This is an optimization exercise on Yosys and OpenROAD, whose aim is small area, not a production implementation.
The RTL was checked by simulation tests, not by an equivalence proof against the original design.
Power is estimated from default activity; no workload was simulated.

== v32 ==
// adventureTop
module adventureTop (
	input  logic       turn,
	input  logic       rst,
	input  logic [3:0] buttons,
	input  adventurePkg::pixelX_t    pixelX,
	input  adventurePkg::pixelY_t    pixelY,
	input  logic       blank,
	input  adventurePkg::color_t     mapPixel,
	output adventurePkg::color_t     color,
	output adventurePkg::roomCoord_t roomX,
	output adventurePkg::roomCoord_t roomY,
	output adventurePkg::color_t     roomColor
);
	localparam int KX = -16;
	localparam int KY = -20;
	localparam int OX = 15 - KX;   
	localparam int QY = -KY;       
	logic [3:0] count;
	logic       step;
	logic       bump;
	logic [9:0] px_n, cx_n, ox_n;
	logic [8:0] py_n, cy_n, oy_n;
	logic       yU, bU;
	logic [1:0] held;
	logic [3:0] rc;      
	function automatic logic [9:0] add10(input logic [9:0] a, input logic [9:0] b);
		logic c;
		c = 1'b0;
		for (int i = 0; i < 10; i++) begin
			add10[i] = a[i] ^ b[i] ^ c;
			c = (a[i] & b[i]) | (a[i] & c) | (b[i] & c);
		end
	endfunction
	function automatic logic [8:0] add9(input logic [8:0] a, input logic [8:0] b);
		logic c;
		c = 1'b0;
		for (int i = 0; i < 9; i++) begin
			add9[i] = a[i] ^ b[i] ^ c;
			c = (a[i] & b[i]) | (a[i] & c) | (b[i] & c);
		end
	endfunction
	function automatic logic [6:0] add6(input logic [5:0] a, input logic [5:0] b);
		logic c;
		c = 1'b0;
		for (int i = 0; i < 6; i++) begin
			add6[i] = a[i] ^ b[i] ^ c;
  ...
Size in the first run: roughly 0.0076 mm^2 of cells after synthesis.
Settings: LEC_CHECK=0, CAP_MARGIN=0, CORE_MARGIN=2, CORE_UTILIZATION=70, CTS_BUF_LIST=sky130_fd_sc_hd__clkbuf_8, GPL_TIMING_DRIVEN=0, SETUP_SLACK_MARGIN=0.03, SLEW_MARGIN=0; clock period 5.0 ns.
standard.sh (not shown) runs the stock make flow with config.mk's settings and CLKGATE_MAP_FILE= SYNTH_SCRIPT=/design/flow/synth_recipe.tcl, a recipe that flattens the netlist after the stock synthesis.
==> flow/flow/run.sh <==
#!/bin/bash
# Layout flow: the standard flow, except that the port buffers are the
# smallest buffer cell and clock tree synthesis uses larger sink clusters and
# no dummy loads. The flow's output goes to standard.log here; each step's
# log is kept in orfs/logs/ by the flow scripts.
set -o pipefail
bash standard.sh finish "BUFFER_PORTS_ARGS=-buffer_cell sky130_fd_sc_hd__buf_1" \
	"CTS_ARGS=-sink_clustering_enable -repair_clock_nets -buf_list sky130_fd_sc_hd__clkbuf_8 -dont_use_dummy_load -sink_clustering_size 20 -sink_clustering_max_diameter 80" \
	> standard.log 2>&1
v32 finished end to end and its layout was clean on timing, DRC and antenna.
What v27 does differently from v32 at the input level:
Settings: swapping 0.03 for 0.08 in SETUP_SLACK_MARGIN; swapping 70 for 80 in CORE_UTILIZATION.
In v27 the implementation ran to completion but is not tape-out ready, as the final checks report negative setup slack.
In v27 the final RePlAce weighted congestion turned out 0.014 higher than in v32.
Diff v32 -> v27: worst ir drop on vdd saw a decrease, floorplan die area went down about 12%, via count of the first global-routing pass higher, time the worst path needs with I/O delays and setup up 0.39 ns.
Combinational cell fraction of total power: v27 vs v32 up 0.7 points
| fill cell total of the finished layout | v27 vs v32 | 311 lower |
Routed wire length (lower): v32
Diff v32 -> v27 | number of buffers outside the clock class in the layout | up slightly
Final HPWL from detailed placement (v27 vs. v32) increases slightly
v27 -> v32: fraction of area in clock buffers and inverters flat
Inputs modified between v27 and v58:
Settings: a change of CORE_UTILIZATION from 80 to 70.
==> comparison <==
- Status | v27 and v58 | clean except v27
- To summarise v27: no stage aborted, but the layout did not pass its checks, failing on negative setup slack.
- Global-route wire length before repair delta (v58 − v27): favourable
- Measured slew at the worst slew-check pin down 0.097 ns in v58 wrt v27
- v58 vs. v27: clock period minus final worst setup slack went down by 0.43 ns.
- Per the comparison of v58 with v27, number of antenna violations at the first check in global routing about even, worst setup slack rose 0.43 ns.
- Compared to v27, v58 has proportion of power drawn by the clock network 0.4 points higher.
- Synthesis-to-layout area growth delta for v58 relative to v27: 0.18 points lower
- Against v27, v58 reports a area taken by multi-input logic gates that is lower.
- For total power, v58 and v27 come out practically identical.
- On v58: routed wire length is 3700 um lower than what v27 gave.
Here is what was changed in the inputs of v16 compared with v58.
--- a/flow/flow/run.sh
+++ b/flow/flow/run.sh
@@ -6,4 +6,4 @@
 set -o pipefail
 bash standard.sh finish "BUFFER_PORTS_ARGS=-buffer_cell sky130_fd_sc_hd__buf_1" \
-	"CTS_ARGS=-sink_clustering_enable -repair_clock_nets -buf_list sky130_fd_sc_hd__clkbuf_8 -dont_use_dummy_load -sink_clustering_size 20 -sink_clustering_max_diameter 80" \
+	"CTS_ARGS=-sink_clustering_enable -repair_clock_nets -buf_list sky130_fd_sc_hd__clkbuf_4 sky130_fd_sc_hd__clkbuf_8 -root_buf sky130_fd_sc_hd__clkbuf_8 -dont_use_dummy_load -sink_clustering_size 10 -sink_clustering_max_diameter 50" \
 	> standard.log 2>&1
==> comparison <==
- v16 did not finish; the tool stopped in clock tree synthesis with error STA-0564.
- Re placed instance area: no difference whatsoever between v16 and v58.
- Reported for v16 and v58, synthesized-area fraction occupied by and/or/nand/nor cells turned out identical to the last digit.
- As far as count of cell types in the netlist goes, v58 and v16 are indistinguishable; the numbers are identical.
- Cell area after synthesis came out exactly the same in v16 and v58.
Input-level comparison between v13 and v16:
Settings: an added TNS_END_PERCENT of 5.
--- a/flow/flow/run.sh
+++ b/flow/flow/run.sh
@@ -6,4 +6,4 @@
 set -o pipefail
 bash standard.sh finish "BUFFER_PORTS_ARGS=-buffer_cell sky130_fd_sc_hd__buf_1" \
-	"CTS_ARGS=-sink_clustering_enable -repair_clock_nets -buf_list sky130_fd_sc_hd__clkbuf_4 sky130_fd_sc_hd__clkbuf_8 -root_buf sky130_fd_sc_hd__clkbuf_8 -dont_use_dummy_load -sink_clustering_size 10 -sink_clustering_max_diameter 50" \
+	"CTS_ARGS=-sink_clustering_enable -repair_clock_nets -buf_list sky130_fd_sc_hd__clkbuf_8 -dont_use_dummy_load -sink_clustering_size 20 -sink_clustering_max_diameter 80" \
 	> standard.log 2>&1
==> summary.txt <==
- v13 finished all stages; the layout is clean.
- Between v16 and v13, the instance area at placement does not differ in any meaningful way.
- From v16 to v13, synthesized cell count did not move at all.
- Reported for v16 and v13, boundary pin count turned out identical to the last digit.
- As far as area after synthesis goes, v13 and v16 are indistinguishable; the numbers are identical.
- | xor and xnor area share after synthesis | v16 vs v13 | ≈ equal |
- Number of synthesized flops with an enable pin: v16 vs v13 identical
- Comparing v13 with v16, the portion of the post-synthesis area used by sequential elements came out essentially unchanged.
- Per the comparison of v13 with v16, adder-cell share of the synthesized area saw little to no change, synthesized net count saw little to no change, starting density of the core saw little to no change.

[what the ideal ports hide]
How much do the figures lean on ideal ports? The routed layouts below were timed once more, with nothing changed but the port constraints. Step 1 sets driving cells, clkbuf_16 on the clock port and buf_2 on the other inputs (assumed; they add their load-dependent delay and slew). Step 2 also shifts input and output timing later by t, the mid clock arrival at the registers, as if the neighbouring blocks saw the same clock. a / b / c = no drivers / after step 1 / after step 2; a / b = the first two.
run | t (ns) | setup slack, ns | clock arrival spread, ns
v32 | 0.413 | 0.148 / 0.160 / -0.253 | 0.029 / 0.028
v27 | 0.396 | -0.238 / -0.230 / -0.626 | 0.046 / 0.046
v58 | 0.414 | 0.192 / 0.203 / -0.211 | 0.026 / 0.025
v13 | 0.414 | 0.192 / 0.203 / -0.211 | 0.026 / 0.025
With both steps, setup timing fails in v32, v58 and v13, where it was met with ideal ports.
